Background: an optimization exercise with open tools, aiming at small area. Do not read the settings as production practice. Only simulation tests tie the RTL to the original design; equivalence was not proved. Power is estimated from default activity; no workload was simulated.

File: config.mk
export PLATFORM = sky130hd
export DESIGN_NAME = latched_clock_deadline_registers_core
export DESIGN_NICKNAME = latched_clock_deadline_registers_core
export VERILOG_FILES = /design/flow/design.v
export SDC_FILE = /design/flow/constraint.sdc
export NUM_CORES = 4
export LEC_CHECK = 0
export CAP_MARGIN = 20
export CORE_MARGIN = 2
export CORE_UTILIZATION = 70
export PLACE_DENSITY = 0.8
export SLEW_MARGIN = 20
File: constraint.sdc
create_clock -name core_clock -period 7.0 [get_ports {clk}]
set_input_delay 1.4000 -clock core_clock [delete_from_list [all_inputs] [get_ports {clk}]]
set_output_delay 1.4000 -clock core_clock [all_outputs]
set_load 0.01 [all_outputs]
File: design.v
`timescale 1ns / 1ps
package lcdr_pkg;
  localparam logic [1:0] ST_TICK  = 2'd0;
  localparam logic [1:0] ST_WRITE = 2'd1;
  localparam logic [1:0] ST_READ  = 2'd2;
  localparam logic [1:0] ST_NONE  = 2'd3;
  localparam logic [31:0] LFSR_TAPS  = 32'h8020_0003;
endpackage
`timescale 1ns / 1ps
module lcdr_lfsr (
  input  logic        clk,
  input  logic        rst,
  input  logic        load,
  input  logic [31:0] seed,
  input  logic        advance,
  output logic [7:0]  rand_byte
);
  logic [31:0] state, stepped, seed_v;
  logic        sel_seed, sel_step, sel_hold;
  assign stepped   = {1'b0, state[31:1]} ^ (state[0] ? lcdr_pkg::LFSR_TAPS : 32'h0);
  assign rand_byte = stepped[7:0];
  assign seed_v    = {seed[31:1] & {31{~rst}}, seed[0] | rst | ~|seed[31:1]};
  assign sel_seed = rst | load;
  assign sel_step = ~sel_seed & advance;
  assign sel_hold = ~sel_seed & ~advance;
  always_ff @(posedge clk) begin
    state <= ({32{sel_seed}} & seed_v) | ({32{sel_step}} & stepped) | ({32{sel_hold}} & state);
  end
endmodule
`timescale 1ns / 1ps
module lcdr_timebase (
  input  logic        clk,
  input  logic        rst,
  input  logic        tick,
  input  logic        wr_en,       
  input  logic [3:0]  wr_offset,
  input  logic [7:0]  wr_data,
  output logic [19:0] usec,
  output logic [31:0] sec,
  output logic [29:0] msec
);
  logic [9:0]  sub;
  logic [5:0]  wrap;
  logic [20:0] uc;
  logic [32:0] sc;
  logic [30:0] mc;
  logic [10:0] bc;
  logic [6:0]  wc;
  logic [19:0] usec_inc;
  logic [31:0] sec_inc;
  logic [29:0] msec_inc;
  logic [9:0]  sub_inc;
  logic [5:0]  wrap_inc;
  assign uc[0] = 1'b1;
  assign sc[0] = 1'b1;
  assign mc[0] = 1'b1;
  assign bc[0] = 1'b1;
  assign wc[0] = 1'b1;
  for (genvar i = 0; i < 20; i++) begin : g_u
    assign usec_inc[i] = usec[i] ^ uc[i];
    assign uc[i+1]     = usec[i] & uc[i];
  end
  for (genvar i = 0; i < 32; i++) begin : g_s
    assign sec_inc[i] = sec[i] ^ sc[i];
    assign sc[i+1]    = sec[i] & sc[i];
  end
  for (genvar i = 0; i < 30; i++) begin : g_m
    assign msec_inc[i] = msec[i] ^ mc[i];
    assign mc[i+1]     = msec[i] & mc[i];
  end
  for (genvar i = 0; i < 10; i++) begin : g_b
    assign sub_inc[i] = sub[i] ^ bc[i];
    assign bc[i+1]    = sub[i] & bc[i];
  end
  for (genvar i = 0; i < 6; i++) begin : g_w
    assign wrap_inc[i] = wrap[i] ^ wc[i];
    assign wc[i+1]     = wrap[i] & wc[i];
  end
  logic usec_top, usec_ones, sec_ones, sub_last, wrap_last;
  assign usec_top  = &usec[19:16] & (usec[15] | usec[14] & (usec[13] | usec[12] | usec[11] | usec[10] |
                     usec[9] & (usec[8] | usec[7] | usec[6] | (&usec[5:0]))));
  assign usec_ones = &usec;
  assign sec_ones  = &sec;
  assign sub_last  = &sub[9:5] & &sub[2:0];
  assign wrap_last = &wrap[5:3] & wrap[1] & wrap[0];
  logic t, sec_carry, restart;
  assign t         = tick & ~rst;
  assign sec_carry = t & usec_top & ~usec_ones;
  assign restart   = sec_carry & (sec_ones | wrap_last);
  logic [7:0] wd;
  assign wd = wr_data & {8{wr_en & ~rst}};
  logic [3:0] wbyte;
  logic       wu, ws, wm;
  assign wbyte = {wr_offset[1:0] == 2'd3, wr_offset[1:0] == 2'd2,
                  wr_offset[1:0] == 2'd1, wr_offset[1:0] == 2'd0};
  assign wu = wr_en & (wr_offset[3:2] == 2'd0);
  assign ws = wr_en & (wr_offset[3:2] == 2'd1);
  assign wm = wr_en & (wr_offset[3:2] == 2'd2);
  logic [3:0] cu, iu, hu, cs, is, hs, cm, im, hm;
  logic       cb, ib, cw, iw;
  for (genvar b = 0; b < 4; b++) begin : g_sel
    assign cu[b] = rst | wu & wbyte[b] | t & usec_top;
    assign iu[b] = t & ~usec_top;
    assign hu[b] = ~cu[b] & ~iu[b];
    assign cs[b] = rst | ws & wbyte[b];
    assign is[b] = sec_carry;
    assign hs[b] = ~cs[b] & ~is[b];
    assign cm[b] = rst | wm & wbyte[b] | restart;
    assign im[b] = t & sub_last & ~restart;
    assign hm[b] = ~cm[b] & ~im[b];
  end
  assign cb = rst | sec_carry | t & sub_last;
  assign ib = t & ~cb;
  assign cw = rst | restart;
  assign iw = sec_carry & ~restart;
  always_ff @(posedge clk) begin
    for (int i = 0; i < 20; i++)
      usec[i] <= cu[i/8] & wd[i%8] | iu[i/8] & usec_inc[i] | hu[i/8] & usec[i];
    for (int i = 0; i < 32; i++)
      sec[i]  <= cs[i/8] & wd[i%8] | is[i/8] & sec_inc[i] | hs[i/8] & sec[i];
    for (int i = 0; i < 30; i++)
      msec[i] <= cm[i/8] & wd[i%8] | im[i/8] & msec_inc[i] | hm[i/8] & msec[i];
    sub  <= cb ? 10'd0 : ib ? sub_inc : sub;
    wrap <= cw ? 6'd0 : iw ? wrap_inc : wrap;
  end
endmodule
`timescale 1ns / 1ps
module latched_clock_deadline_registers_core #(
  parameter int MS_WRAP_SECONDS = 60
) (
  input  logic        clk,
  input  logic        rst,
  input  logic        cmd_valid,
  output logic        cmd_stall,
  input  logic [1:0]  command,
  input  logic [3:0]  reg_offset,
  input  logic [7:0]  write_data,
  output logic        rsp_valid,
  input  logic        rsp_stall,
  output logic [7:0]  read_data,
  input  logic        cfg_valid,
  output logic        cfg_ready,
  input  logic [31:0] random_seed
);
  logic [1:0] stage_type;
  logic [3:0] stage_offset;
  logic [7:0] stage_data;
  logic st_tick, st_write, st_read, out_busy, fire_read;
  assign cfg_ready = 1'b1;
  assign st_tick   = (stage_type == lcdr_pkg::ST_TICK);
  assign st_write  = (stage_type == lcdr_pkg::ST_WRITE);
  assign st_read   = (stage_type == lcdr_pkg::ST_READ);
  assign out_busy  = rsp_valid & rsp_stall;
  assign cmd_stall = st_read & out_busy;
  assign fire_read = st_read & ~out_busy;
  always_ff @(posedge clk) begin
    if (rst) begin
      stage_type <= lcdr_pkg::ST_NONE;
    end else if (!cmd_stall) begin
      stage_type <= cmd_valid ? command : lcdr_pkg::ST_NONE;
    end
  end
  always_ff @(posedge clk) begin
    if (!cmd_stall) begin
      stage_offset <= reg_offset;
    end
    stage_data <= write_data;
  end
  logic [3:0] off_lo;
  logic [3:0] off_hi;
  assign off_lo = {stage_offset[1:0] == 2'd3, stage_offset[1:0] == 2'd2,
                   stage_offset[1:0] == 2'd1, stage_offset[1:0] == 2'd0};
  assign off_hi = {stage_offset[3:2] == 2'd3, stage_offset[3:2] == 2'd2,
                   stage_offset[3:2] == 2'd1, stage_offset[3:2] == 2'd0};
  logic [19:0] usec;
  logic [31:0] sec;
  logic [29:0] msec;
  lcdr_timebase u_timebase (
    .clk       (clk),
    .rst       (rst),
    .tick      (st_tick),
    .wr_en     (st_write & ~off_hi[3]),
    .wr_offset (stage_offset),
    .wr_data   (stage_data),
    .usec      (usec),
    .sec       (sec),
    .msec      (msec)
  );
  logic [7:0] rand_byte;
  lcdr_lfsr u_lfsr (
    .clk       (clk),
    .rst       (rst),
    .load      (cfg_valid),
    .seed      (random_seed),
    .advance   (fire_read & off_hi[3] & stage_offset[1]),
    .rand_byte (rand_byte)
  );
  logic [19:0] lat_usec;
  logic [31:0] lat_sec;
  logic [29:0] lat_msec;
  logic        zero_us, zero_ms;
  logic        latch_us, latch_ms;
  assign latch_us = fire_read & off_hi[0] & off_lo[3];
  assign latch_ms = fire_read & off_hi[2] & off_lo[3];
  always_ff @(posedge clk) begin
    if (latch_us) begin
      lat_usec <= usec;
      lat_sec  <= sec;
    end
    if (latch_ms) begin
      lat_msec <= msec;
    end
  end
  always_ff @(posedge clk) begin
    if (rst) begin
      zero_us <= 1'b1;
      zero_ms <= 1'b1;
    end else begin
      if (latch_us) zero_us <= 1'b0;
      if (latch_ms) zero_ms <= 1'b0;
    end
  end
  logic [29:0] snap;
  logic [31:0] deadline;
  logic        w_dl_lo, w_dl_hi, snap_ld;
  assign w_dl_lo = st_write & off_hi[3] & off_lo[0];
  assign w_dl_hi = st_write & off_hi[3] & off_lo[1];
  assign snap_ld = w_dl_lo | fire_read & off_hi[2] & off_lo[3] | fire_read & off_hi[3] & off_lo[0];
  logic snap_c, snap_h;
  assign snap_c = rst | snap_ld;
  assign snap_h = ~snap_c;
  always_ff @(posedge clk) begin
    snap <= ({30{snap_ld & ~rst}} & msec) | ({30{snap_h}} & snap);
  end
  logic [31:0] dl_a, dl_b, dl_p, dl_s0, dl_sum;
  logic [32:0] dl_c;
  logic [32:16] dl_pp;
  assign dl_a    = deadline | {16'b0, stage_data, 8'b0};
  assign dl_b    = {2'b0, snap};
  assign dl_p    = dl_a ^ dl_b;
  for (genvar i = 0; i < 32; i++) begin : g_add
    if (i == 0 || i == 16) begin : g_c0
      assign dl_s0[i]  = dl_p[i];
      assign dl_c[i+1] = dl_a[i] & dl_b[i];
    end else begin : g_ci
      assign dl_s0[i]  = dl_a[i] ^ dl_b[i] ^ dl_c[i];
      assign dl_c[i+1] = dl_a[i] & dl_b[i] | dl_c[i] & (dl_a[i] ^ dl_b[i]);
    end
  end
  assign dl_pp[16] = 1'b1;
  for (genvar i = 16; i < 32; i++) begin : g_pp
    assign dl_pp[i+1] = dl_pp[i] & dl_p[i];
  end
  assign dl_sum = {dl_s0[31:16] ^ (dl_pp[31:16] & {16{dl_c[16]}}), dl_s0[15:0]};
  logic dl_lo, dl_add, dl_h;
  assign dl_lo  = w_dl_lo & ~rst;
  assign dl_add = w_dl_hi & ~rst;
  assign dl_h   = ~rst & ~w_dl_lo & ~w_dl_hi;
  always_ff @(posedge clk) begin
    deadline <= ({32{dl_lo}} & {24'b0, stage_data}) | ({32{dl_add}} & dl_sum) | ({32{dl_h}} & deadline);
  end
  logic [30:0] gt_c;
  logic        ahead;
  assign gt_c[0] = 1'b0;
  for (genvar i = 0; i < 30; i++) begin : g_cmp
    assign gt_c[i+1] = deadline[i] & ~msec[i] | gt_c[i] & (deadline[i] | ~msec[i]);
  end
  assign ahead = gt_c[30] | deadline[30] | deadline[31];
  logic [7:0] rd_byte;
  always_comb begin
    rd_byte = 8'hFF;
    unique case (stage_offset)
      4'd0:  rd_byte = zero_us ? 8'h00 : lat_usec[7:0];
      4'd1:  rd_byte = zero_us ? 8'h00 : lat_usec[15:8];
      4'd2:  rd_byte = zero_us ? 8'h00 : {4'b0, lat_usec[19:16]};
      4'd3:  rd_byte = 8'h00;
      4'd4:  rd_byte = zero_us ? 8'h00 : lat_sec[7:0];
      4'd5:  rd_byte = zero_us ? 8'h00 : lat_sec[15:8];
      4'd6:  rd_byte = zero_us ? 8'h00 : lat_sec[23:16];
      4'd7:  rd_byte = zero_us ? 8'h00 : lat_sec[31:24];
      4'd8:  rd_byte = zero_ms ? 8'h00 : lat_msec[7:0];
      4'd9:  rd_byte = zero_ms ? 8'h00 : lat_msec[15:8];
      4'd10: rd_byte = zero_ms ? 8'h00 : lat_msec[23:16];
      4'd11: rd_byte = {2'b0, msec[29:24]};
      4'd12: rd_byte = {8{ahead}};
      4'd13: rd_byte = 8'hFF;
      default: rd_byte = rand_byte;
    endcase
  end
  always_ff @(posedge clk) begin
    if (rst) begin
      rsp_valid <= 1'b0;
    end else if (fire_read) begin
      rsp_valid <= 1'b1;
    end else if (!rsp_stall) begin
      rsp_valid <= 1'b0;
    end
  end
  always_ff @(posedge clk) begin
    if (fire_read) begin
      read_data <= rd_byte;
    end
  end
endmodule
File: flow/run.sh
#!/bin/bash
# Standard synthesis, then the standard layout with a lighter clock tree (no dummy
# loads, larger sink clusters) and the smallest buffer on the ports.
set -uo pipefail
CTS="-sink_clustering_enable -repair_clock_nets -dont_use_dummy_load -sink_clustering_size 30 -sink_clustering_max_diameter 100"
bash standard.sh synth > synth.log 2>&1 || exit 1
bash standard.sh finish "CTS_ARGS=$CTS" "BUFFER_PORTS_ARGS=-buffer_cell sky130_fd_sc_hd__buf_1" > finish.log 2>&1 || exit 1
File: standard.sh
#!/bin/bash
# synth_recipe.tcl (not shown) runs the flow's synth.tcl, then flattens the netlist and writes it again
# the make line also repeats each setting of config.mk as NAME=value (left out here)
make -C /OpenROAD-flow-scripts/flow DESIGN_CONFIG=/design/flow/config.mk WORK_HOME=/design/flow/orfs CLKGATE_MAP_FILE= SYNTH_SCRIPT=/design/flow/synth_recipe.tcl "${@:-finish}"
==> results.json, run 1 <==
{
  "outcome": "complete, no violations",
  "synth_cells": 1416,
  "worst_slew_pin_slew_ns": 1.09,
  "clk_latency_ns": 0.50,
  "numCtsBuffers": 13,
  "via_count": 11054,
  "io_pins": 62,
  "cts.clk_slew.worst_paths_ns": 0.11,
  "grt_pass1_vias": 10586,
  "vdd_ir_drop_max_mv": 0.187,
  "nNetsFinal": 1619,
  "crit_required_ns": 7.40,
  "cts_root_buf": "clkbuf_16",
  "cts_resized": 0,
  "diodes": 0,
  "drt_iter0_markers": 1182,
  "grt_pass1_wl_um": 56500,
  "finClkSkew_ns": 0.0201,
  "syn_to_final_growth_pct": 5.40,
  "coreArea_sq_mm": 0.0202,
  "die_w_um": 147,
  "synth_fp_nets": 1600,
  "post_cts.repair.setup_buffers": 0,
  "max_slew_margin_pct": 25.3,
  "cts_hold_buffers": 0,
  "path_class": "flip-flop to flip-flop",
  "firstDrtPassIters": 5,
  "ys_types": 74,
  "layout.area.seq_sq_mm": 0.00675,
  "ys.flop_type": "dfxtp_1",
  "fin_setup_tns_ns": 0,
  "routed_via_density": 6.49,
  "startpoint_type": "flip-flop",
  "end_kind": "flip-flop",
  "dieArea_sq_mm": 0.0217,
  "htreeDepth": 1,
  "seq_area_frac_synth_pct": 47.0,
  "drcViolationCount": 0,
  "cts.sinks": 293,
  "p_leak_nw": 5.83,
  "final_layout_size_suffix_gt1_share_pct": 4.95,
  "std_cell_rows": 52,
  "grt_max_degree": 79,
  "yosys_warnings": 3,
  "multi_input_area_sq_mm": 0.00712,
  "port_buffers": 60,
  "ys_seq_elements": 293,
  "clockPowerShare_pct": 30.5,
  "netlist_area_sq_mm": 0.0144,
  "p_int_mw": 2.15,
  "drt-total-wl_um": 35100,
  "fin_crit_ns": 6.72,
  "routedWlPerCell_um": 20.6,
  "drv_cap": 0,
  "async_reset_ff_share_pct": 0,
  "post-route-period-util_pct": 96.1,
  "crit_fanout": 3,
  "switchingPower_mw": 0.622,
  "cts_tree": "yes",
  "power.density_mw_per_mm2": 183,
  "clk_path_buf_depth": 3,
  "ant_nets": 0,
  "finalMaxSlewViolations": 0,
  "seq_power_share_pct": 64.3,
  "p_comb_share_pct": 5.2,
  "avgSynthCellArea_sq_um": 10.1,
  "whs_ns": 0.469,
  "start_util_pct": 71.2,
  "n_fill_cell": 1451,
  "die_h_um": 147,
  "swShare_pct": 22.5,
  "grtUsageTotal_pct": 32.8,
  "grt_overflow": 0,
  "critical_path_arrival_ns": 7.13,
  "rsz0062_at_grt": "no",
  "antenna_found_initial": 0,
  "hpwl_um": 24200,
  "utilization_pct": 75.1,
  "place.gp.congestion": 0.868,
  "setup_viol": 0,
  "hold_path.class": "flip-flop to flip-flop",
  "synth_edf_count": 88,
  "timing.final.hold_violations": 0,
  "max_freq_ghz": 0.149
}
==> routing by layer <==
layer | global-route usage, % | wire length [um] | vias up
met5 | 0 | 0 | -
met4 | 10.8 | 1120 | 0
met3 | 5.93 | 2990 | 78
met2 | 51.1 | 15900 | 493
met1 | 46.8 | 15100 | 5318
li1 | - | - | 5165
==> area by class of cell <==
cell class	instances	area share (%)
clock buffer	13	2.15
inverter	70	1.73
multi-input combinational	981	47.0
sequential	293	44.5
timing repair buffer	76	2.35
tap	270	2.23
==> cells in the mapped netlist, types with 3 or more instances <==
library cell | instances | share of area (%)
dfxtp_1 | 205 | 29
nor2_1 | 144 | 3.8
nand2_1 | 136 | 3.6
a21oi_1 | 116 | 4.0
ha_1 | 105 | 9.1
edfxtp_1 | 88 | 18
inv_1 | 70 | 1.8
a221o_1 | 61 | 4.2
o21ai_0 | 48 | 1.7
mux2i_1 | 45 | 3.1
clkbuf_1 | 40 | 1.0
a22oi_1 | 31 | 1.6
fa_1 | 28 | 3.9
nand4_1 | 23 | 1.0
nor2b_1 | 22 | 0.96
buf_2 | 20 | 0.70
nand2b_1 | 18 | 0.78
nand3_1 | 15 | 0.52
nor4_1 | 14 | 0.61
a22o_1 | 13 | 0.79
nor3_1 | 13 | 0.45
and3_1 | 12 | 0.52
xnor2_1 | 11 | 0.67
xor2_1 | 10 | 0.61
a211oi_1 | 8 | 0.42
mux2_2 | 8 | 0.63
a2111oi_0 | 7 | 0.43
or2_2 | 7 | 0.30
a31oi_1 | 6 | 0.26
a32oi_1 | 6 | 0.37
o211ai_1 | 6 | 0.31
o22ai_1 | 6 | 0.26
buf_1 | 5 | 0.13
maj3_1 | 5 | 0.35
o221ai_1 | 5 | 0.30
buf_4 | 4 | 0.21
nor3b_1 | 4 | 0.21
o31a_1 | 3 | 0.18
or3_1 | 3 | 0.13
==> worst max-delay path: stages, from the launching register on <==
cell and delay (ns):
dfxtp_1 0.37, ha_1 0.16, inv_1 0.05, fa_1 0.40, fa_1 0.40, fa_1 0.39, fa_1 0.39, fa_2 0.37
fa_1 0.40, fa_1 0.39, inv_1 0.08, fa_1 0.18, fa_1 0.20, fa_1 0.22, fa_1 0.21, fa_1 0.20
fa_1 0.19, fa_1 0.18, inv_1 0.05, fa_1 0.41, nand4b_1 0.26, or4_4 0.53, nor2_2 0.15, nand2_1 0.08
xor2_1 0.14, a22o_1 0.20
==> cells in the final DEF (no fill, tap or decap), drive strengths merged, types with 14 or more instances in the layout <==
| master | Yosys | routed |
|---|---|---|
| ha | 105 | 105 |
| a22oi | 31 | 31 |
| nor2b | 22 | 22 |
| nand2b | 19 | 19 |
| nand2 | 137 | 137 |
| inv | 70 | 70 |
| nand3 | 15 | 15 |
| fa | 28 | 28 |
| o21ai | 49 | 49 |
| a21oi | 118 | 118 |
| mux2i | 45 | 45 |
| nor4 | 14 | 14 |
| a221o | 61 | 61 |
| dfxtp | 205 | 205 |
| nand4 | 23 | 23 |
| nor3 | 15 | 15 |
| nor2 | 145 | 145 |
| buf | 30 | 76 |
| edfxtp | 88 | 88 |
==> sequential cells by signal (all words and copies together), names as in the netlist <==
signal           flops
u_timebase.sec      32
deadline            32
rsp_valid            1
u_lfsr.state        32
zero_ms              1
lat_sec             32
stage_offset         4
lat_msec            24
u_timebase.usec     20
u_timebase.msec     30
u_timebase.sub      10
lat_usec            20
stage_type           2
stage_data           8
u_timebase.wrap      6
snap                30
read_data            8
zero_us              1
==> final timing paths <==
check | from | cells past startpoint | slack (ns) | to
worst min-delay path | u_timebase.sub[2]$_SDFFE_PP0P_ | 2 | 0.47 | u_timebase.sub[2]$_SDFFE_PP0P_
worst max-delay path | deadline[0]$_DFF_P_ | 25 | 0.28 | deadline[28]$_DFF_P_
worst max register to register | deadline[0]$_DFF_P_ | 25 | 0.28 | deadline[28]$_DFF_P_
worst min register to register | u_timebase.sub[2]$_SDFFE_PP0P_ | 2 | 0.47 | u_timebase.sub[2]$_SDFFE_PP0P_
==> per-stage QoR <==
step / area (sq um) / total power [mW] / setup slack [ns] / cells
final: 15100 / 2.77 / 0.276 / 1703
after floorplan: 14400 / 1.91 / 0.755 / 1416
after detailed placement: 14800 / 1.96 / 0.275 / 1689
after CTS: 15100 / 2.77 / 0.226 / 1702
after global routing: 15100 / 2.84 / 0.0315 / 1703
after global placement: 14800 / 1.95 / 0.399 / 1689
==> power groups by stage <==
stage                     registers, mW  logic [mW]  clock network (mW)
after floorplan                    1.81      0.0976                   0
after global placement             1.82       0.137                   0
after detailed placement           1.82       0.141                   0
after CTS                          1.78       0.141               0.855
after global routing               1.78       0.159               0.905
final                              1.78       0.144               0.844
==> cell families (layout without fill, tap and decap cells) <==
group | after synthesis | in the layout | share of synthesized area (%)
adder cells (fa/ha/maj) | 138 | 138 | 13.4
AND/OR/NAND/NOR | 431 | 431 | 14.1
buffers and inverters | 142 | 159 | 4.09
other | 1 | 1 | 0.0261
XOR/XNOR | 21 | 21 | 1.28
flip-flops | 293 | 293 | 47.0
AO/OA/AOI/OAI | 337 | 337 | 16.4
multiplexers | 53 | 53 | 3.76
==> inputs of run 2 (changes only) <==
--- a/design.v
+++ b/design.v
@@ -19,12 +19,13 @@
   logic        sel_seed, sel_step, sel_hold;
   assign stepped   = {1'b0, state[31:1]} ^ (state[0] ? lcdr_pkg::LFSR_TAPS : 32'h0);
   assign rand_byte = stepped[7:0];
-  assign seed_v    = {seed[31:1] & {31{~rst}}, seed[0] | rst | ~|seed[31:1]};
-  assign sel_seed = rst | load;
-  assign sel_step = ~sel_seed & advance;
-  assign sel_hold = ~sel_seed & ~advance;
+  assign seed_v    = {seed[31:1], seed[0] | ~|seed[31:1]};
+  assign sel_seed = ~rst & load;
+  assign sel_step = ~rst & ~load & advance;
+  assign sel_hold = ~rst & ~load & ~advance;
   always_ff @(posedge clk) begin
-    state <= ({32{sel_seed}} & seed_v) | ({32{sel_step}} & stepped) | ({32{sel_hold}} & state);
+    state <= ({32{sel_seed}} & seed_v) | ({32{sel_step}} & stepped) | ({32{sel_hold}} & state)
+             | {31'b0, rst};
   end
 endmodule
 `timescale 1ns / 1ps
@@ -44,18 +45,12 @@
   logic [20:0] uc;
   logic [32:0] sc;
   logic [30:0] mc;
-  logic [10:0] bc;
-  logic [6:0]  wc;
   logic [19:0] usec_inc;
   logic [31:0] sec_inc;
   logic [29:0] msec_inc;
-  logic [9:0]  sub_inc;
-  logic [5:0]  wrap_inc;
   assign uc[0] = 1'b1;
   assign sc[0] = 1'b1;
   assign mc[0] = 1'b1;
-  assign bc[0] = 1'b1;
-  assign wc[0] = 1'b1;
   for (genvar i = 0; i < 20; i++) begin : g_u
     assign usec_inc[i] = usec[i] ^ uc[i];
     assign uc[i+1]     = usec[i] & uc[i];
@@ -68,21 +63,17 @@
     assign msec_inc[i] = msec[i] ^ mc[i];
     assign mc[i+1]     = msec[i] & mc[i];
   end
-  for (genvar i = 0; i < 10; i++) begin : g_b
-    assign sub_inc[i] = sub[i] ^ bc[i];
-    assign bc[i+1]    = sub[i] & bc[i];
-  end
-  for (genvar i = 0; i < 6; i++) begin : g_w
-    assign wrap_inc[i] = wrap[i] ^ wc[i];
-    assign wc[i+1]     = wrap[i] & wc[i];
-  end
+  logic [9:0] sub_step;
+  logic [5:0] wrap_step;
+  assign sub_step  = {sub[8:0], ~(sub[9] ^ sub[6])};
+  assign wrap_step = {wrap[4:0], ~(wrap[5] ^ wrap[4])};
   logic usec_top, usec_ones, sec_ones, sub_last, wrap_last;
   assign usec_top  = &usec[19:16] & (usec[15] | usec[14] & (usec[13] | usec[12] | usec[11] | usec[10] |
                      usec[9] & (usec[8] | usec[7] | usec[6] | (&usec[5:0]))));
   assign usec_ones = &usec;
   assign sec_ones  = &sec;
-  assign sub_last  = &sub[9:5] & &sub[2:0];
-  assign wrap_last = &wrap[5:3] & wrap[1] & wrap[0];
+  assign sub_last  = (sub == 10'b1010110010);
+  assign wrap_last = (wrap == 6'b010100);
   logic t, sec_carry, restart;
   assign t         = tick & ~rst;
   assign sec_carry = t & usec_top & ~usec_ones;
@@ -120,8 +111,8 @@
       sec[i]  <= cs[i/8] & wd[i%8] | is[i/8] & sec_inc[i] | hs[i/8] & sec[i];
     for (int i = 0; i < 30; i++)
       msec[i] <= cm[i/8] & wd[i%8] | im[i/8] & msec_inc[i] | hm[i/8] & msec[i];
-    sub  <= cb ? 10'd0 : ib ? sub_inc : sub;
-    wrap <= cw ? 6'd0 : iw ? wrap_inc : wrap;
+    sub  <= cb ? 10'd0 : ib ? sub_step : sub;
+    wrap <= cw ? 6'd0 : iw ? wrap_step : wrap;
   end
 endmodule
 `timescale 1ns / 1ps
@@ -226,11 +217,14 @@
   assign w_dl_lo = st_write & off_hi[3] & off_lo[0];
   assign w_dl_hi = st_write & off_hi[3] & off_lo[1];
   assign snap_ld = w_dl_lo | fire_read & off_hi[2] & off_lo[3] | fire_read & off_hi[3] & off_lo[0];
-  logic snap_c, snap_h;
-  assign snap_c = rst | snap_ld;
-  assign snap_h = ~snap_c;
+  logic after_rst;
+  always_ff @(posedge clk) begin
+    after_rst <= rst;
+  end
   always_ff @(posedge clk) begin
-    snap <= ({30{snap_ld & ~rst}} & msec) | ({30{snap_h}} & snap);
+    if (snap_ld | after_rst) begin
+      snap <= msec;
+    end
   end
   logic [31:0] dl_a, dl_b, dl_p, dl_s0, dl_sum;
   logic [32:0] dl_c;
@@ -249,7 +243,7 @@
   end
   assign dl_pp[16] = 1'b1;
   for (genvar i = 16; i < 32; i++) begin : g_pp
-    assign dl_pp[i+1] = dl_pp[i] & dl_p[i];
+    assign dl_pp[i+1] = dl_pp[i] & dl_s0[i];
   end
   assign dl_sum = {dl_s0[31:16] ^ (dl_pp[31:16] & {16{dl_c[16]}}), dl_s0[15:0]};
   logic dl_lo, dl_add, dl_h;
==> flow/run.sh (replaced) <==
#!/bin/bash
# Standard synthesis; its combinational logic re-mapped for area (registers, adders
# and tie cells kept as they are); then the standard layout with a lighter clock tree
# (no dummy loads, larger sink clusters) and the smallest buffer on the ports.
set -uo pipefail
F=$(cd "$(dirname "$0")" && pwd)
R=orfs/results/$FLOW_PLATFORM/latched_clock_deadline_registers_core/base
CTS="-sink_clustering_enable -repair_clock_nets -dont_use_dummy_load -sink_clustering_size 30 -sink_clustering_max_diameter 100"
bash standard.sh synth > synth.log 2>&1 || exit 1
cp $R/1_2_yosys.v standard_synth.v
bash $F/remap.sh $PWD/standard_synth.v $PWD/remapped.v $PWD/remap_stat.txt > remap.log 2>&1 || exit 1
cp remapped.v $R/1_2_yosys.v
rm -f $R/1_synth.odb $R/1_synth.sdc
bash standard.sh synth > synth_odb.log 2>&1 || exit 1
bash standard.sh finish "CTS_ARGS=$CTS" "BUFFER_PORTS_ARGS=-buffer_cell sky130_fd_sc_hd__buf_1" > finish.log 2>&1 || exit 1
==> flow/area.abc (new file) <==
strash
balance
rewrite
refactor
balance
rewrite
rewrite -z
balance
refactor -z
rewrite -z
balance
dch -f
amap
topo
==> flow/remap.sh (new file) <==
#!/bin/bash
# remap.sh IN OUT STAT: re-map IN's combinational logic for area into OUT
set -euo pipefail
H=$(cd "$(dirname "$0")" && pwd)
LIB=$FLOW_HOME/platforms/sky130hd/lib/sky130_fd_sc_hd__tt_025C_1v80.lib
DU=$(grep -oE "sky130_fd_sc_hd__(probe\w*|lpflow\w*)" $FLOW_HOME/platforms/sky130hd/config.mk | sort -u | sed 's/^/-dont_use /' | tr '\n' ' ')
W=$(mktemp -d)
printf 'set_driving_cell sky130_fd_sc_hd__buf_1\nset_load 5\n' > $W/abc.constr
sed -e "s#@LIB@#$LIB#g" -e "s#@IN@#$1#" -e "s#@OUT@#$2#" -e "s#@STAT@#$3#" -e "s#@TOP@#${FLOW_TOP}#g" \
    -e "s#@SCRIPT@#$H/area.abc#" -e "s#@DONTUSE@#$DU#" -e "s#@CONSTR@#$W/abc.constr#" $H/remap.ys > $W/remap.ys
yosys -s $W/remap.ys
rm -rf $W
==> flow/remap.ys (new file) <==
# Re-map the combinational logic of the standard synthesis netlist for area.
# Registers, half/full adders and tie cells are kept as they are (same names and cells).
read_liberty -ignore_miss_func -overwrite -setattr liberty_cell @LIB@
read_verilog @IN@
hierarchy -top @TOP@
setattr -mod -set keep_hierarchy 1 sky130_fd_sc_hd__dfxtp_1 sky130_fd_sc_hd__edfxtp_1 sky130_fd_sc_hd__ha_1 sky130_fd_sc_hd__fa_1 sky130_fd_sc_hd__conb_1
flatten
rename -hide w:_*_.*
opt_clean
blackbox sky130_fd_sc_hd__dfxtp_1 sky130_fd_sc_hd__edfxtp_1 sky130_fd_sc_hd__ha_1 sky130_fd_sc_hd__fa_1 sky130_fd_sc_hd__conb_1
select @TOP@
abc -script @SCRIPT@ -liberty @LIB@ @DONTUSE@ -constr @CONSTR@
select -clear
setundef -zero
splitnets
opt_clean -purge
hilomap -singleton -hicell sky130_fd_sc_hd__conb_1 HI -locell sky130_fd_sc_hd__conb_1 LO
insbuf -buf sky130_fd_sc_hd__buf_4 A X
opt_clean -purge
tee -o @STAT@ stat -liberty @LIB@
check
write_verilog -noattr -nohex -nodec @OUT@
--- a/config.mk
+++ b/config.mk
@@ -7,6 +7,5 @@
 export LEC_CHECK = 0
 export CAP_MARGIN = 20
 export CORE_MARGIN = 2
-export CORE_UTILIZATION = 70
-export PLACE_DENSITY = 0.8
+export CORE_UTILIZATION = 45
 export SLEW_MARGIN = 20
==> results.json, run 2 <==
{
  "grt_pass1_vias": 9859,
  "placed_cells": 1741,
  "cts.clk_slew.worst_paths_ns": 0.11,
  "final_layout_size_suffix_gt1_share_pct": 7.60,
  "cts.sinks": 294,
  "vdd_ir_drop_max_mv": 0.124,
  "drt-total-wl_um": 35200,
  "post-route-period-util_pct": 110,
  "nNetsFinal": 1544,
  "timing.final.hold_violations": 0,
  "whs_ns": 0.450,
  "coreArea_sq_mm": 0.0288,
  "post_dp_cell_area_sq_mm": 0.0143,
  "startpoint_type": "flip-flop",
  "grt_max_degree": 42,
  "grt_pass1_wl_um": 55000,
  "firstDrtPassIters": 6,
  "dieArea_sq_mm": 0.0307,
  "synth_fp_nets": 1417,
  "power_mw": 2.88,
  "cpPeakStageDelay_ns": 0.38,
  "synth_cells": 1257,
  "yosys_warnings": 3,
  "port_buffers": 60,
  "outcome": "failed layout checks",
  "std_cell_rows": 62,
  "antenna_found_initial": 0,
  "r2r-start": "snap[0]$_DFFE_PP_",
  "cts_root_buf": "clkbuf_16",
  "hpwl_um": 25300,
  "power.density_mw_per_mm2": 194,
  "utilization_pct": 51.5,
  "critPathSlowestCell": "edfxtp_1",
  "fin_setup_tns_ns": -3.10,
  "syn_to_final_growth_pct": 12.1,
  "via_count": 10306,
  "max_freq_ghz": 0.130,
  "worst_slew_pin_slew_ns": 1.01,
  "final_common_cell": "dfxtp_1",
  "place.gp.congestion": 0.927,
  "netlist_area_sq_mm": 0.0132,
  "setup_slack_ns": -0.665,
  "hold_path.class": "flip-flop to flip-flop",
  "crit_required_ns": 7.40,
  "die_h_um": 175,
  "start_util_pct": 45.9,
  "clk_latency_ns": 0.51,
  "rsz0062_at_grt": "yes",
  "p_leak_nw": 5.45,
  "drv_cap": 0,
  "htreeDepth": 1,
  "routedWlPerCell_um": 19.9,
  "io_pins": 62,
  "finClkSkew_ns": 0.0650,
  "fin_crit_ns": 7.67,
  "grtUsageTotal_pct": 22.7,
  "cts_tree": "yes",
  "pre_cts_slack_ns": -0.747,
  "die_w_um": 175,
  "crit_fanout": 3,
  "ant_nets": 0,
  "layout_common_cells": "dfxtp_1 (175), clkinv_1 (157), edfxtp_1 (118)",
  "routed_via_density": 5.84,
  "hold_start": "u_lfsr.state[19]$_DFF_P_",
  "finalMaxSlewViolations": 0,
  "so_faults": "negative setup slack",
  "grt_overflow": 0,
  "end_kind": "flip-flop",
  "critical_path_arrival_ns": 8.06,
  "numCtsBuffers": 14,
  "cp_common_cell": "fa_2",
  "drt_iter0_markers": 1105,
  "instances_no_fill": 1766,
  "drcViolationCount": 0,
  "critPathLaunch": "snap[0]$_DFFE_PP_",
  "max_slew_margin_pct": 32.3,
  "final_area_sq_mm": 0.0148,
  "setup_viol": 6,
  "clk_path_buf_depth": 3,
  "avgSynthCellArea_sq_um": 10.5,
  "path_class": "flip-flop to flip-flop",
  "diodes": 0
}
[run 2: cell count changes in the layout (fill, tap and decap cells not counted), sizes merged, moves of 24 or more]
cell	before	now
a21oi	118	40
a221o	61	22
a222oi	2	34
a31oi	7	31
buf	76	111
clkinv	0	159
dfxtp	205	176
edfxtp	88	118
ha	105	81
inv	70	3
mux2i	45	0
nor2	145	111
o21ai	49	93
o22ai	6	47
[run 2: final timing paths]
check / endpoint / slack [ns] / cells past startpoint
hold / removal: u_lfsr.state[18]$_DFF_P_ / 0.45 / 2
setup reg to reg: deadline[31]$_DFF_P_ / -0.67 / 37
hold reg to reg: u_lfsr.state[18]$_DFF_P_ / 0.45 / 2
setup / recovery: deadline[31]$_DFF_P_ / -0.67 / 37
[run 2: final cells by class]
cell class | count | area, sq um
fillers | 2647 | 14000
repair buffers | 111 | 623
inverters | 162 | 616
well taps | 384 | 480
multi-input cells | 801 | 5670
flip-flops and latches | 294 | 7070
clock buffers | 14 | 350
[run 2: layer usage]
metal / track usage [%] / wire length (um)
met2: 36.9 / 16200
met3: 2.79 / 2030
met5: 0 / 0
met1: 31.9 / 16000
met4: 6.77 / 973
[run 2: repair_timing]
action,CTS,global route
setup buffers,8,5
setup endpoints to repair,6,8
endpoints found under the hold margin,0,0
gates resized for setup,6,18
pin swaps,4,3
hold buffers,0,0
[run 2: critical path, delay by kind of cell, from the launching register on]
kind | cells | cell delay [ns]
compound gates | 3 | 0.28
fa+ha+maj | 16 | 4.35
buf+inv | 4 | 0.22
flops | 1 | 0.38
simple gates | 14 | 2.35
[run 2: report_power, final]
part / switching [mW] / leakage, nW / internal [mW]
registers: 0.0246 / 2.61 / 1.80
logic: 0.111 / 2.67 / 0.0537
clock network: 0.522 / 0.173 / 0.363
total: 0.658 / 5.45 / 2.22
==> inputs of run 3 (changes only) <==
==> flow/area.abc (replaced) <==
strash
&get -n
&deepsyn -T 90
&put
dch -f
amap
topo
--- a/flow/remap.sh
+++ b/flow/remap.sh
@@ -7,6 +7,6 @@
 W=$(mktemp -d)
 printf 'set_driving_cell sky130_fd_sc_hd__buf_1\nset_load 5\n' > $W/abc.constr
 sed -e "s#@LIB@#$LIB#g" -e "s#@IN@#$1#" -e "s#@OUT@#$2#" -e "s#@STAT@#$3#" -e "s#@TOP@#${FLOW_TOP}#g" \
-    -e "s#@SCRIPT@#$H/area.abc#" -e "s#@DONTUSE@#$DU#" -e "s#@CONSTR@#$W/abc.constr#" $H/remap.ys > $W/remap.ys
+    -e "s#@SCRIPT@#$H/area.abc#" -e "s#@DONTUSE@#$DU#" -e "s#@KEEP@#${KEEP:-c:deadline*}#" -e "s#@CONSTR@#$W/abc.constr#" $H/remap.ys > $W/remap.ys
 yosys -s $W/remap.ys
 rm -rf $W
==> flow/remap.ys (replaced) <==
# Re-map the combinational logic of the standard synthesis netlist for area.
# Registers, half/full adders, tie cells and the logic feeding the deadline register
# (its fast adder) are kept as they are (same names and cells).
read_liberty -ignore_miss_func -overwrite -setattr liberty_cell @LIB@
read_verilog @IN@
hierarchy -top @TOP@
setattr -mod -set keep_hierarchy 1 sky130_fd_sc_hd__dfxtp_1 sky130_fd_sc_hd__edfxtp_1 sky130_fd_sc_hd__ha_1 sky130_fd_sc_hd__fa_1 sky130_fd_sc_hd__conb_1
cd @TOP@
select -set keep @KEEP@ %ci*:-sky130_fd_sc_hd__dfxtp_1[Q]:-sky130_fd_sc_hd__edfxtp_1[Q]
setattr -set keep_hierarchy 1 @keep
cd
flatten
rename -hide w:_*_.*
opt_clean
blackbox A:liberty_cell
select @TOP@
abc -script @SCRIPT@ -liberty @LIB@ @DONTUSE@ -constr @CONSTR@
select -clear
setundef -zero
splitnets
opt_clean -purge
hilomap -singleton -hicell sky130_fd_sc_hd__conb_1 HI -locell sky130_fd_sc_hd__conb_1 LO
insbuf -buf sky130_fd_sc_hd__buf_4 A X
opt_clean -purge
tee -o @STAT@ stat -liberty @LIB@
write_verilog -noattr -nohex -nodec @OUT@
==> results.json, run 3 <==
{
  "netlist_area_sq_mm": 0.0131,
  "clk_path_buf_depth": 3,
  "finalMaxSlewViolations": 0,
  "setup_viol": 0,
  "post-route-period-util_pct": 97.6,
  "drt_iter0_markers": 976,
  "grt_overflow": 0,
  "vdd_ir_drop_max_mv": 0.138,
  "start_util_pct": 45.7,
  "timing.final.hold_violations": 0,
  "cp_common_cell": "fa_2",
  "grtUsageTotal_pct": 22.0,
  "grt_pass1_vias": 9261,
  "rsz0062_at_grt": "yes",
  "end_kind": "flip-flop",
  "final_layout_size_suffix_gt1_share_pct": 6.45,
  "routed_via_density": 5.92,
  "outcome": "complete, no violations",
  "p_leak_nw": 5.12,
  "multi_input_area_sq_mm": 0.00545,
  "fin_crit_ns": 6.83,
  "final_area_sq_mm": 0.0144,
  "via_count": 9706,
  "syn_to_final_growth_pct": 9.52,
  "worst_slew_pin_slew_ns": 1.13,
  "routedWlPerCell_um": 20.5,
  "finClkSkew_ns": 0.0124,
  "final_common_cell": "dfxtp_1",
  "n_fill_cell": 2619,
  "drcViolationCount": 0,
  "cts.clk_slew.worst_paths_ns": 0.11,
  "synth_cells": 1174,
  "ant_nets": 0,
  "avgSynthCellArea_sq_um": 11.2,
  "cpPeakStageDelay_ns": 0.54,
  "antenna_found_initial": 0,
  "cts_tree": "yes",
  "critPathSlowestCell": "or4b_4",
  "crit_fanout": 3,
  "path_class": "flip-flop to flip-flop",
  "std_cell_rows": 62,
  "hpwl_um": 24100,
  "cts_root_buf": "clkbuf_16",
  "whs_ns": 0.477,
  "io_pins": 62,
  "die_h_um": 175,
  "grt_max_degree": 54,
  "startpoint_type": "flip-flop",
  "layout_common_cells": "dfxtp_1 (175), clkinv_1 (120), edfxtp_1 (118)",
  "power.density_mw_per_mm2": 197,
  "cts_hold_buffers": 0,
  "htreeDepth": 1,
  "die_w_um": 175,
  "diodes": 0,
  "clk_latency_ns": 0.49,
  "critical_path_arrival_ns": 7.22,
  "max_slew_margin_pct": 24.5,
  "nNetsFinal": 1418,
  "numCtsBuffers": 13,
  "drt-total-wl_um": 33600,
  "post_dp_cell_area_sq_mm": 0.0140,
  "hold_path.class": "flip-flop to flip-flop",
  "layout.area.seq_sq_mm": 0.00707,
  "yosys_warnings": 3,
  "firstDrtPassIters": 7,
  "coreArea_sq_mm": 0.0287,
  "max_freq_ghz": 0.146,
  "port_buffers": 60,
  "cts.sinks": 294,
  "synth_fp_nets": 1334,
  "drv_cap": 0,
  "crit_required_ns": 7.39,
  "grt_pass1_wl_um": 52800,
  "place.gp.congestion": 0.897,
  "dieArea_sq_mm": 0.0305
}
-- run 3: changes by cell type in the layout (fill, tap and decap cells not counted), sizes merged, moves of 26 or more --
cell    change
nand2      -63
inv        +43
clkinv     -39
nor2       -34
o21ai      -32
o22ai      -31
o221ai     +29
buf        -26
-- run 3: worst max-delay path, delay by kind of cell, from the launching register on --
family | cells | cell delay (ns)
adder cells (fa/ha/maj) | 16 | 4.35
AND/OR/NAND/NOR | 6 | 1.49
flip-flops | 1 | 0.35
XOR/XNOR | 1 | 0.20
AO/OA/AOI/OAI | 2 | 0.20
buffers and inverters | 3 | 0.14
-- run 3: power by group --
part	switching, mW	internal (mW)
Clock	0.510	0.339
Sequential	0.0240	1.80
Combinational	0.102	0.0541
-- run 3: worst paths after layout --
path	start	endpoint	slack (ns)	cells past startpoint
min reg2reg	u_timebase.usec[1]$_DFF_P_	lat_usec[1]$_DFFE_PP_	0.48	0
min	u_timebase.usec[1]$_DFF_P_	lat_usec[1]$_DFFE_PP_	0.48	0
max	snap[0]$_DFFE_PP_	deadline[31]$_DFF_P_	0.17	28
max reg2reg	snap[0]$_DFFE_PP_	deadline[31]$_DFF_P_	0.17	28
-- run 3: what timing repair did --
action | CTS | global route
resized for setup | 18 | 3
setup buffers | 1 | 3
endpoints found under the setup margin | 5 | 5
pin swaps | 5 | 5
-- run 3: metal layers --
| layer | vias up | wire length (um) | track usage (%) |
|---|---|---|---|
| met5 | - | 0 | 0 |
| met4 | 0 | 1120 | 7.81 |
| met3 | 56 | 2420 | 3.87 |
| met2 | 357 | 14700 | 33.5 |
| met1 | 4682 | 15400 | 31.8 |
| li1 | 4611 | - | - |
-- run 3: cell type report --
type / instances / share of cell area, %
clock buffer: 13 / 2.27
multi-input combinational: 698 / 37.9
timing repair buffer: 85 / 2.88
inverter: 166 / 4.34
tap: 384 / 3.35
sequential: 294 / 49.2
-- run 3: stage by stage --
step	setup WS [ns]	setup TNS [ns]	utilization [%]	power (mW)	cells
2_1_floorplan	0.250	0	-	1.95	1174
3_3_place_gp	-0.184	-0.217	48.6	2.01	1623
3_5_place_dp	-0.206	-0.352	48.6	2.02	1623
4_1_cts	-0.0218	-0.0218	49.9	2.86	1637
5_1_grt	-0.156	-0.341	50.0	2.93	1640
6_report	0.170	0	50.0	2.83	1640
==> inputs of run 4 (changes only) <==
--- a/flow/remap.ys
+++ b/flow/remap.ys
@@ -1,10 +1,10 @@
 # Re-map the combinational logic of the standard synthesis netlist for area.
-# Registers, half/full adders, tie cells and the logic feeding the deadline register
+# Registers, tie cells and the logic feeding the deadline register
 # (its fast adder) are kept as they are (same names and cells).
 read_liberty -ignore_miss_func -overwrite -setattr liberty_cell @LIB@
 read_verilog @IN@
 hierarchy -top @TOP@
-setattr -mod -set keep_hierarchy 1 sky130_fd_sc_hd__dfxtp_1 sky130_fd_sc_hd__edfxtp_1 sky130_fd_sc_hd__ha_1 sky130_fd_sc_hd__fa_1 sky130_fd_sc_hd__conb_1
+setattr -mod -set keep_hierarchy 1 sky130_fd_sc_hd__dfxtp_1 sky130_fd_sc_hd__edfxtp_1 sky130_fd_sc_hd__conb_1
 cd @TOP@
 select -set keep @KEEP@ %ci*:-sky130_fd_sc_hd__dfxtp_1[Q]:-sky130_fd_sc_hd__edfxtp_1[Q]
 setattr -set keep_hierarchy 1 @keep
==> results.json, run 4 <==
{
  "die_h_um": 174,
  "whs_ns": 0.420,
  "antenna_found_initial": 0,
  "finClkSkew_ns": 0.0562,
  "place.gp.congestion": 0.923,
  "max_freq_ghz": 0.147,
  "path_buf_inv": 3,
  "start_util_pct": 45.3,
  "final_layout_size_suffix_gt1_share_pct": 7.08,
  "critPathSlowestCell": "or4b_4",
  "setup_slack_ns": 0.205,
  "startpoint_type": "flip-flop",
  "placed_cells": 1750,
  "fin_crit_ns": 6.79,
  "htreeDepth": 1,
  "diodes": 0,
  "cts_tree": "yes",
  "p_comb_share_pct": 5.7,
  "cts_root_buf": "clkbuf_16",
  "drv_cap": 0,
  "critical_path.top_delay_family": "adder cells",
  "max_slew_margin_pct": 28.2,
  "numCtsBuffers": 14,
  "grt_max_degree": 54,
  "power.density_mw_per_mm2": 201,
  "pre_cts_slack_ns": -0.193,
  "coreArea_sq_mm": 0.0285,
  "cpPeakStageDelay_ns": 0.52,
  "dieArea_sq_mm": 0.0301,
  "grt_pass1_vias": 9257,
  "grt_pass1_wl_um": 53100,
  "hold_path.class": "flip-flop to flip-flop",
  "grtUsageTotal_pct": 22.4,
  "cts.clk_slew.worst_paths_ns": 0.11,
  "drt-total-wl_um": 34400,
  "hpwl_um": 24900,
  "rsz0062_at_grt": "yes",
  "outcome": "complete, no violations",
  "drt_iter0_markers": 1106,
  "post-route-period-util_pct": 97.1,
  "swShare_pct": 22.8,
  "end_kind": "flip-flop",
  "std_cell_rows": 62,
  "via_count": 10053,
  "switchingPower_mw": 0.658,
  "setup_viol": 0,
  "yosys_warnings": 3,
  "instances_no_fill": 1769,
  "grt_overflow": 0,
  "drcViolationCount": 0,
  "io_pins": 62,
  "timing.final.hold_violations": 0,
  "port_buffers": 60,
  "clk_latency_ns": 0.52,
  "firstDrtPassIters": 6,
  "finalMaxSlewViolations": 0,
  "crit_required_ns": 7.40,
  "die_w_um": 174,
  "ant_nets": 0,
  "synth_cells": 1295,
  "utilization_pct": 50.2,
  "path_class": "flip-flop to flip-flop",
  "synth_fp_nets": 1378,
  "syn_to_final_growth_pct": 10.6,
  "critical_path_arrival_ns": 7.19,
  "cp_common_cell": "fa_2",
  "routedWlPerCell_um": 19.5,
  "vdd_ir_drop_max_mv": 0.139,
  "nNetsFinal": 1470,
  "routed_via_density": 5.68,
  "layout_common_cells": "clkinv_1 (173), dfxtp_1 (173), nor2_1 (146)",
  "avgSynthCellArea_sq_um": 10.0,
  "crit_fanout": 2,
  "p_leak_nw": 4.64,
  "netlist_area_sq_mm": 0.0129,
  "worst_slew_pin_slew_ns": 1.05,
  "cts_hold_buffers": 0,
  "cts.sinks": 294,
  "p_int_mw": 2.22,
  "clockPowerShare_pct": 30.9,
  "clk_path_buf_depth": 3,
  "seq_power_share_pct": 63.4
}
run 4: worst paths after layout:
kind	startpoint	to	slack, ns	depth (start not counted)
setup / recovery	deadline[0]$_DFF_P_	deadline[31]$_DFF_P_	0.21	28
hold / removal	u_timebase.sec[20]$_DFF_P_	lat_sec[20]$_DFFE_PP_	0.42	0
hold reg to reg	u_timebase.sec[20]$_DFF_P_	lat_sec[20]$_DFFE_PP_	0.42	0
setup reg to reg	deadline[0]$_DFF_P_	deadline[31]$_DFF_P_	0.21	28
run 4: area by class of cell:
type	instances	area [sq um]
Fill cell	2710	14200
Clock buffer	14	350
Tap cell	384	480
Multi-Input combinational cell	765	5120
Inverter	220	826
Timing Repair Buffer	92	469
Sequential cell	294	7070
run 4: routing by layer:
layer	GRT usage [%]	wire length [um]	up-vias
li1	-	-	4889
met1	31.4	15800	4842
met2	37.1	16100	270
met3	2.83	1680	52
met4	5.81	908	0
met5	0	0	-
run 4: repair_timing:
action                                  in CTS  in global routing
pin swaps                                    5                 10
buffers inserted                             2                  3
endpoints found under the setup margin       4                 36
resized for setup                            8                 27
run 4: power groups by stage:
stage	Sequential [mW]	Combinational [mW]	Clock, mW
floorplan	1.86	0.104	0
global placement	1.87	0.158	0
detailed placement	1.87	0.160	0
CTS	1.83	0.162	0.919
global route	1.83	0.182	0.966
finish	1.83	0.165	0.891
run 4: per-stage QoR:
| stage | cell area (sq um) | total power, mW | TNS, ns |
|---|---|---|---|
| 2_1_floorplan | 12900 | 1.96 | 0 |
| 3_3_place_gp | 13800 | 2.02 | -0.145 |
| 3_5_place_dp | 13800 | 2.03 | -0.314 |
| 4_1_cts | 14200 | 2.91 | 0 |
| 5_1_grt | 14300 | 2.98 | -0.206 |
| 6_report | 14300 | 2.88 | 0 |
==> inputs of run 5 (changes only) <==
--- a/config.mk
+++ b/config.mk
@@ -5,7 +5,7 @@
 export SDC_FILE = /design/flow/constraint.sdc
 export NUM_CORES = 4
 export LEC_CHECK = 0
-export CAP_MARGIN = 20
+export CAP_MARGIN = 5
 export CORE_MARGIN = 2
 export CORE_UTILIZATION = 45
-export SLEW_MARGIN = 20
+export SLEW_MARGIN = 5
==> results.json, run 5 <==
{
  "coreArea_sq_mm": 0.0285,
  "max_freq_ghz": 0.147,
  "post_dp_cell_area_sq_mm": 0.0138,
  "cp_common_cell": "fa_2",
  "antenna_found_initial": 0,
  "cpPeakStageDelay_ns": 0.52,
  "finalMaxSlewViolations": 0,
  "routed_via_density": 5.70,
  "grt_max_degree": 54,
  "final_layout_size_suffix_gt1_share_pct": 7.00,
  "n_fill_cell": 2710,
  "reg2reg_slack_ns": 0.21,
  "startpoint_type": "flip-flop",
  "htreeDepth": 1,
  "die_h_um": 174,
  "syn_to_final_growth_pct": 10.6,
  "p_leak_nw": 4.64,
  "std_cell_rows": 62,
  "drt_iter0_markers": 1110,
  "grt_pass1_vias": 9257,
  "critical_path_arrival_ns": 7.19,
  "final_area_sq_mm": 0.0143,
  "post-route-period-util_pct": 97.1,
  "io_pins": 62,
  "critPathSlowestCell": "or4b_4",
  "layout.area.seq_sq_mm": 0.00707,
  "netlist_area_sq_mm": 0.0129,
  "dieArea_sq_mm": 0.0301,
  "cts.clk_slew.worst_paths_ns": 0.11,
  "hold_depth": 0,
  "hold_start": "u_timebase.sec[20]$_DFF_P_",
  "crit_fanout": 2,
  "placed_cells": 1750,
  "routedWlPerCell_um": 19.4,
  "layout_common_cells": "clkinv_1 (173), dfxtp_1 (173), nor2_1 (146)",
  "min_to": "lat_sec[20]$_DFFE_PP_",
  "start_util_pct": 45.3,
  "reg2reg_to": "deadline[31]$_DFF_P_",
  "ant_nets": 0,
  "power_mw": 2.88,
  "nNetsFinal": 1470,
  "numCtsBuffers": 14,
  "whs_ns": 0.421,
  "clk_latency_ns": 0.52,
  "power.density_mw_per_mm2": 201,
  "grt_pass1_wl_um": 53100,
  "hpwl_um": 24900,
  "outcome": "complete, no violations",
  "yosys_warnings": 3,
  "drt-total-wl_um": 34400,
  "setup_slack_ns": 0.206,
  "cts_tree": "yes",
  "grtUsageTotal_pct": 22.4,
  "path_class": "flip-flop to flip-flop",
  "setup_viol": 0,
  "crit_required_ns": 7.40,
  "port_buffers": 60,
  "finClkSkew_ns": 0.0560,
  "synth_cells": 1295,
  "max_slew_margin_pct": 19.1,
  "via_count": 10080,
  "r2r_cells": 28,
  "timing.final.hold_violations": 0,
  "grt_overflow": 0,
  "synth_fp_nets": 1378,
  "diodes": 0,
  "cts.sinks": 294,
  "place.gp.congestion": 0.923,
  "hold_path.class": "flip-flop to flip-flop",
  "clk_path_buf_depth": 3,
  "avgSynthCellArea_sq_um": 10.0,
  "worst_slew_pin_slew_ns": 1.21,
  "multi_input_area_sq_mm": 0.00511,
  "r2r-start": "deadline[0]$_DFF_P_",
  "rsz0062_at_grt": "yes",
  "instances_no_fill": 1769,
  "fin_crit_ns": 6.79,
  "drv_cap": 0,
  "die_w_um": 174,
  "firstDrtPassIters": 9,
  "drcViolationCount": 0,
  "vdd_ir_drop_max_mv": 0.139,
  "pre_cts_slack_ns": -0.193,
  "cts_root_buf": "clkbuf_16",
  "end_kind": "flip-flop"
}
==> run 5: timing repair <==
| action | in CTS | in global routing |
|---|---|---|
| hold buffers | 0 | 0 |
| setup buffers | 2 | 3 |
| resized for setup | 8 | 27 |
| gates cloned | 0 | 0 |
| pin swaps | 5 | 10 |
| endpoints found under the setup margin | 4 | 36 |
==> run 5: critical path, delay by kind of cell, from the launching register on <==
kind / cells / cell delay [ns]
buf+inv: 3 / 0.16
simple gates: 6 / 1.48
compound gates: 2 / 0.21
fa+ha+maj: 16 / 4.31
xor+xnor: 1 / 0.19
flops: 1 / 0.34
==> run 5: layer usage <==
layer  global-route usage (%)  wire length, um  vias up
li1                         -                -     4888
met1                     31.4            15600     4849
met2                     37.1            16000      291
met3                     2.83             1800       52
met4                     5.81              919        0
met5                        0                0        -
==> run 5: area by class of cell <==
cell class | count | area share (%)
Sequential cell | 294 | 49.4
Clock buffer | 14 | 2.45
Timing Repair Buffer | 92 | 3.28
Inverter | 220 | 5.77
Tap cell | 384 | 3.36
Multi-Input combinational cell | 765 | 35.7
==> run 5: worst max-delay path by stage <==
stage          slack [ns]                 from                    to  cells past startpoint
6_report             0.21  deadline[0]$_DFF_P_  deadline[31]$_DFF_P_                     28
5_1_grt             -0.09  deadline[0]$_DFF_P_  deadline[30]$_DFF_P_                     28
4_1_cts             0.006  deadline[0]$_DFF_P_  deadline[31]$_DFF_P_                     28
3_5_place_dp        -0.19  deadline[0]$_DFF_P_  deadline[31]$_DFF_P_                     28
3_3_place_gp        -0.13  deadline[0]$_DFF_P_  deadline[31]$_DFF_P_                     28
2_1_floorplan        0.25  deadline[0]$_DFF_P_  deadline[31]$_DFF_P_                     28
==> run 5: through the flow <==
| stage | setup TNS (ns) | util (%) |
|---|---|---|
| finish | 0 | 50.1 |
| global route | -0.206 | 50.1 |
| CTS | 0 | 49.8 |
| detailed placement | -0.314 | 48.4 |
| global placement | -0.145 | 48.4 |
| floorplan | 0 | - |
==> run 5: power by group <==
group	switching [mW]	total [mW]	internal [mW]
combinational	0.106	0.164	0.0585
clock	0.525	0.888	0.363
sequential	0.0245	1.83	1.80
total	0.656	2.88	2.22
==> inputs of run 6 (changes only) <==
--- a/flow/run.sh
+++ b/flow/run.sh
@@ -8,7 +8,7 @@
 CTS="-sink_clustering_enable -repair_clock_nets -dont_use_dummy_load -sink_clustering_size 30 -sink_clustering_max_diameter 100"
 bash standard.sh synth > synth.log 2>&1 || exit 1
 cp $R/1_2_yosys.v standard_synth.v
-bash $F/remap.sh $PWD/standard_synth.v $PWD/remapped.v $PWD/remap_stat.txt > remap.log 2>&1 || exit 1
+KEEP=c:none_kept bash $F/remap.sh $PWD/standard_synth.v $PWD/remapped.v $PWD/remap_stat.txt > remap.log 2>&1 || exit 1
 cp remapped.v $R/1_2_yosys.v
 rm -f $R/1_synth.odb $R/1_synth.sdc
 bash standard.sh synth > synth_odb.log 2>&1 || exit 1
==> flow/area.abc (replaced) <==
strash
&get -n
&deepsyn -T 60
&put
&get -n
&dch -f
&nf -p -F 8 -A 4 -D 5000
&put
topo
--- a/config.mk
+++ b/config.mk
@@ -5,7 +5,7 @@
 export SDC_FILE = /design/flow/constraint.sdc
 export NUM_CORES = 4
 export LEC_CHECK = 0
-export CAP_MARGIN = 5
+export CAP_MARGIN = 20
 export CORE_MARGIN = 2
 export CORE_UTILIZATION = 45
-export SLEW_MARGIN = 5
+export SLEW_MARGIN = 20
==> results.json, run 6 <==
{
  "die_w_um": 170,
  "cts.clk_slew.worst_paths_ns": 0.10,
  "startpoint_type": "flip-flop",
  "vdd_ir_drop_max_mv": 0.126,
  "diodes": 0,
  "htreeDepth": 1,
  "crit_required_ns": 7.39,
  "std_cell_rows": 60,
  "hold_path.class": "flip-flop to flip-flop",
  "clk_latency_ns": 0.51,
  "avgSynthCellArea_sq_um": 10.3,
  "end_kind": "flip-flop",
  "drt-total-wl_um": 34200,
  "critical_path_arrival_ns": 7.25,
  "timing.final.hold_violations": 0,
  "p_comb_share_pct": 9.8,
  "numCtsBuffers": 14,
  "grt_overflow": 0,
  "cts_tree": "yes",
  "port_buffers": 60,
  "cts.sinks": 294,
  "routedWlPerCell_um": 20.4,
  "grt_pass1_vias": 9268,
  "clockPowerShare_pct": 28.1,
  "firstDrtPassIters": 6,
  "routed_via_density": 6.00,
  "setup_viol": 0,
  "coreArea_sq_mm": 0.0270,
  "finClkSkew_ns": 0.0560,
  "cpPeakStageDelay_ns": 0.44,
  "grt_pass1_wl_um": 53000,
  "final_layout_size_suffix_gt1_share_pct": 7.51,
  "syn_to_final_growth_pct": 12.3,
  "netlist_area_sq_mm": 0.0124,
  "grt_max_degree": 34,
  "post_dp_cell_area_sq_mm": 0.0134,
  "clk_path_buf_depth": 3,
  "nNetsFinal": 1385,
  "fin_crit_ns": 6.86,
  "rsz0062_at_grt": "yes",
  "power.density_mw_per_mm2": 225,
  "synth_cells": 1205,
  "p_leak_nw": 4.83,
  "path_class": "flip-flop to flip-flop",
  "placed_cells": 1642,
  "finalMaxSlewViolations": 0,
  "outcome": "complete, no violations",
  "post-route-period-util_pct": 98.0,
  "synth_fp_nets": 1256,
  "cp_common_cell": "maj3_2",
  "worst_slew_pin_slew_ns": 1.04,
  "yosys_warnings": 3,
  "switchingPower_mw": 0.783,
  "seq_power_share_pct": 62.1,
  "swShare_pct": 24.9,
  "drv_cap": 0,
  "antenna_found_initial": 0,
  "crit_fanout": 2,
  "dieArea_sq_mm": 0.0290,
  "layout_common_cells": "dfxtp_1 (176), edfxtp_1 (118), nand2_1 (117)",
  "grtUsageTotal_pct": 23.7,
  "die_h_um": 170,
  "io_pins": 62,
  "final_area_sq_mm": 0.0140,
  "instances_no_fill": 1673,
  "whs_ns": 0.471,
  "max_slew_margin_pct": 30.0,
  "ant_nets": 0,
  "drt_iter0_markers": 1022,
  "drcViolationCount": 0,
  "via_count": 10043,
  "start_util_pct": 46.0,
  "p_int_mw": 2.36,
  "max_freq_ghz": 0.146,
  "cts_root_buf": "clkbuf_16",
  "n_fill_cell": 2484,
  "critPathSlowestCell": "edfxtp_1",
  "hpwl_um": 23900,
  "cts_hold_buffers": 0,
  "final_common_cell": "dfxtp_1",
  "place.gp.congestion": 0.840
}
## run 6: path summary, 6_finish.rpt
path | cells past startpoint | slack [ns] | to | startpoint
max | 31 | 0.14 | deadline[29]$_DFF_P_ | snap[2]$_DFFE_PP_
min | 2 | 0.47 | u_lfsr.state[10]$_DFF_P_ | u_lfsr.state[11]$_DFF_P_
max reg2reg | 31 | 0.14 | deadline[29]$_DFF_P_ | snap[2]$_DFFE_PP_
min reg2reg | 2 | 0.47 | u_lfsr.state[10]$_DFF_P_ | u_lfsr.state[11]$_DFF_P_
## run 6: worst max-delay path: cells and delay by family (launching register included)
kind | cells | cell delay (ns)
fa+ha+maj | 10 | 3.30
compound gates | 18 | 2.62
flops | 1 | 0.44
xor+xnor | 1 | 0.18
buf+inv | 1 | 0.14
simple gates | 1 | 0.08
## run 6: final cells by class
type                       instances  area (sq um)  share of cell area (%)
timing repair buffer             113           623                    4.47
inverter                          75           282                    2.02
multi-input combinational        836          5200                    37.3
sequential                       294          7070                    50.6
tap                              341           427                    3.06
clock buffer                      14           350                    2.51
## run 6: metal layers
layer / share of wire, % / up-vias / global-route usage [%]
li1: - / 4816 / -
met1: 46 / 4815 / 33.4
met5: 0 / - / 0
met3: 7.4 / 57 / 4.21
met4: 2.7 / 0 / 7.25
met2: 44 / 355 / 37.3
## run 6: metrics by stage
| stage | setup TNS (ns) | utilization [%] | setup slack (ns) | total power [mW] |
|---|---|---|---|---|
| 2_1_floorplan | -0.0115 | - | -0.0115 | 2.15 |
| 3_3_place_gp | -1.09 | 49.6 | -0.359 | 2.27 |
| 3_5_place_dp | -1.48 | 49.6 | -0.460 | 2.27 |
| 4_1_cts | 0 | 51.2 | 0.00335 | 3.15 |
| 5_1_grt | -0.624 | 51.6 | -0.195 | 3.26 |
| 6_report | 0 | 51.6 | 0.141 | 3.14 |
## run 6: repair_timing
| item | CTS | global route |
|---|---|---|
| buffers inserted | 8 | 9 |
| setup endpoints to repair | 5 | 6 |
| gates resized for setup | 11 | 10 |
| pin swaps | 17 | 27 |
## run 6: power groups by stage
| stage | sequential (mW) | combinational, mW | clock (mW) |
|---|---|---|---|
| 2_1_floorplan | 1.96 | 0.192 | 0 |
| 3_3_place_gp | 1.99 | 0.279 | 0 |
| 3_5_place_dp | 1.99 | 0.283 | 0 |
| 4_1_cts | 1.95 | 0.294 | 0.906 |
| 5_1_grt | 1.96 | 0.344 | 0.956 |
| 6_report | 1.95 | 0.307 | 0.884 |

[port drivers added, routing unchanged]
How much do the figures lean on ideal ports? The routed layouts below were timed once more, with nothing changed but the port constraints.
Step 1: set_driving_cell puts a clkbuf_16 on clk and a buf_2 on each other input, an assumption about the parent block.
Step 2, shift: input delay + t, output delay - t, t = (earliest + latest rising clock arrival at the registers) / 2. This alone moves slack from input paths to output paths.
Slacks: no drivers / after step 1 / after step 2; pairs: no drivers / after step 1.
run	t, ns	setup WS [ns]	hold WS [ns]
run 1	0.545	0.276 / 0.276 / 0.276	0.469 / 0.469 / 0.469
run 2	0.531	-0.665 / -0.665 / -0.665	0.450 / 0.450 / 0.450
run 3	0.534	0.170 / 0.170 / 0.170	0.477 / 0.477 / 0.477
run 4	0.536	0.205 / 0.205 / 0.205	0.420 / 0.420 / 0.420
run 5	0.536	0.206 / 0.206 / 0.206	0.421 / 0.421 / 0.421
run 6	0.526	0.141 / 0.141 / 0.141	0.471 / 0.471 / 0.471
